This is an optimization exercise on Yosys and OpenROAD, whose aim is small area and a short achievable clock period, not a production implementation. RTL that was checked went through simulation tests only; none was proved equivalent to the original. Power and IR drop assume default switching activity.

Setup of v6:
// cnn_conv_top
module cnn_conv_top #(
	parameter int MAX_W          = 16,
	parameter int MAX_H          = 16,
	parameter int START_UP_DELAY = 4,
	parameter int HSYNC_DELAY    = 2
) (
	input  logic          clk,
	input  logic          rstn,
	input  logic          hsel_i,
	input  logic          hready_i,
	input  logic [1:0]    htrans_i,
	input  logic          hwrite_i,
	input  logic [31:0]   haddr_i,
	input  logic [31:0]   hwdata_i,
	output logic          hreadyout_o,
	output logic          hresp_o,
	output logic [31:0]   hrdata_o,
	output logic [7:0]    pix_o,
	output logic          pix_vld_o,
	output logic          frame_last_o
);
	logic [11:0]       width;
	logic [11:0]       height;
	logic [11:0]       startup_dly;
	logic [11:0]       hsync_dly;
	logic              is_conv3x3;
	logic              act_linear;
	logic [4:0]        bias_shift;
	logic [4:0]        out_shift;
	logic [15:0]       scale;
	logic [15:0]       bias;
	logic [71:0]       weights;
	logic              img_we;
	logic [15:0]       img_hi;
	logic [15:0]       img_lo;
	logic [7:0]        img_data;
	logic              start;
	logic              busy;
  ...
clock: 12.0 ns
lec_check: 0
cap_margin: 20
core_margin: 2
core_utilization: 60
cts_cluster_diameter: 150
cts_cluster_size: 24
place_density: 0.68
slew_margin: 20
synth_hierarchical: 1
synth_minimum_keep_size: 0
standard.sh (not shown) runs the stock make flow with config.mk's settings and CLKGATE_MAP_FILE= SYNTH_SCRIPT=/design/flow/synth_recipe.tcl, a recipe that flattens the netlist after the stock synthesis.
==> flow/flow/run.sh <==
#!/bin/bash
# The standard layout (standard.sh), with two changes to how it is made:
# the timing repair steps aim at a larger setup margin, and the port
# buffers are plain buffers instead of the default delay cells. The SDC,
# and so the clock period and I/O constraints, are the design's.
set -euo pipefail
bash standard.sh SETUP_SLACK_MARGIN=8.5 \
	"BUFFER_PORTS_ARGS=-buffer_cell sky130_fd_sc_hd__buf_2" \
	finish > standard_flow.log 2>&1
Modified inputs, v7 compared to v6
--- a/flow/flow/run.sh
+++ b/flow/flow/run.sh
@@ -6,3 +6,3 @@
 set -euo pipefail
-bash standard.sh SETUP_SLACK_MARGIN=8.5 \
+bash standard.sh SETUP_SLACK_MARGIN=8.3 \
 	"BUFFER_PORTS_ARGS=-buffer_cell sky130_fd_sc_hd__buf_2" \
--- outcome ---
On worst setup slack after layout, the higher figure sits with v6, not v7. v7 vs v6: maximum achievable frequency down in v7. [compare] base=v6 new=v7: number of DRC markers in iteration 0 went down 1107; final cycle utilization of the critical path went up 0.16 points. The non-clock buffer count in the final layout of v7 falls short of that of v6 by 80. Cmp v7 and v6 / first-pass detailed-route iteration total / lower: v6. Lower total power per unit cell area among v7 and v6: v7. Delta (v7 minus v6): design area shows a reduction of about 1.3%; core utilization decreased by 0.89 points relative to the old numbers; overall power consumption went down about 3%; proportion of power drawn by the clock network rose by 0.7 points.


Setup of the previous run:
Another version of the RTL of cnn_conv_top (not shown whole).
For scale: about 6400 cells after synthesis, ~2500 flip-flops, roughly 120 I/O pins, roughly 110000 um2 of cells after synthesis.
Settings: LEC_CHECK=0, CAP_MARGIN=20, CORE_MARGIN=2, CORE_UTILIZATION=60, CTS_CLUSTER_DIAMETER=150, CTS_CLUSTER_SIZE=30, PLACE_DENSITY=0.68, SLEW_MARGIN=20; clock period 12.0 ns.
==> flow/flow/run.sh <==
#!/bin/bash
# Standard layout, with the timing repair steps aiming at a larger setup margin.
set -euo pipefail
bash standard.sh SETUP_SLACK_MARGIN=8 finish > standard_flow.log 2>&1
No stage failed in the previous run, and the final checks on the layout all came back clean.
## Diff of input files: the current run against the previous run
Settings: swapping 60 for 50 in CORE_UTILIZATION; clearing CTS_CLUSTER_DIAMETER, which used to be 150; clearing CTS_CLUSTER_SIZE, which used to be 30; swapping 0.68 for 0.62 in PLACE_DENSITY.
Notes after the runs:
The final layout from the current run, which completed every stage, passed the timing, DRC and antenna checks at the end of the flow. Diff the previous run -> the current run: cell area rose by 5.9%, power consumption climbed about 20%, wire length of the first global-routing pass saw an increase. The current run vs the previous run — core outline area climbed by more than 10%. The combinational share of power in the current run sits 4.4 points below the value recorded for the previous run. Taking the current run as 1.0, the previous run lands at 0.835 on die area. Changes observed in the current run relative to the previous run: routed wire length shows an increase of 10000 um; sequential share of layout area now smaller; register-to-register slack went down.
No run of this note included a check of the RTL's function; only the layout flow was run.


cnn_conv_top, a different RTL version from the one above (not shown whole).
For scale: roughly 6600 cells after synthesis, about 2400 flip-flops, ~120 I/O pins, roughly 110000 um2 of cells after synthesis.
Settings: LEC_CHECK=0, ABC_CLOCK_PERIOD_IN_PS=4000, CAP_MARGIN=20, CORE_MARGIN=2, CORE_UTILIZATION=45, PLACE_DENSITY=0.6, SETUP_SLACK_MARGIN=5, SLEW_MARGIN=20; clock period 12.0 ns.
run.sh (not shown) runs the stock make flow with config.mk's settings and CLKGATE_MAP_FILE= SYNTH_SCRIPT=/design/flow/synth_recipe.tcl, a recipe that flattens the netlist after the stock synthesis.
Stock flow here: none of the scripts above is used.
Then changed:
Settings changed: ABC_CLOCK_PERIOD_IN_PS 4000 to unset, SETUP_SLACK_MARGIN 5 to unset.
What happened: Sequential share of layout area barely changes; clock skew increases by 0.0074 ns; first-iteration DRC count came out lower by about 2.5%.

==> afterwards: timing with drivers on the ports <==
The flow's constraints put no driver on any port. The routed layouts listed below were extracted and timed again, unchanged, in two steps.
Step 1 (the two cells are an assumption about what drives the block):
set clk [get_ports {clk}]
set_driving_cell -lib_cell sky130_fd_sc_hd__clkbuf_16 $clk
set_driving_cell -lib_cell sky130_fd_sc_hd__buf_2 [delete_from_list [all_inputs] $clk]
Step 2 moves the port delays by t, midway between the first and last clock arrival at a register: inputs arrive t later, outputs are due t later. That takes back most of the time a late clock gives input paths.
Three values: ideal, step 1, step 2; two values: the first two.
run | t, ns | slack for setup (ns) | worst setup path after step 2 | worst register clock-pin slew, ns | cell pins on the clock port's net
v6 | 0.907 | 8.064 / 8.064 / 7.672 | input to register | 0.11 / 0.11 | 1
v7 | 0.899 | 8.045 / 8.045 / 7.470 | input to register | 0.11 / 0.11 | 1
the previous run | 0.856 | 7.953 / 7.953 / 7.152 | input to register | 0.12 / 0.12 | 1
the current run | 0.977 | 7.868 / 7.868 / 7.062 | input to register | 0.07 / 0.07 | 1
the first run of note 3 | 0.975 | 5.266 / 5.266 / 5.266 | register to register | 0.06 / 0.06 | 1
the second run of note 3 | 0.971 | 4.495 / 4.495 / 4.495 | register to register | 0.07 / 0.07 | 1
After both steps setup and hold are still met in every run listed. The setup slack of the current run, which loses most, moves by 0.000 ns with the drivers and by -0.806 ns with both steps.
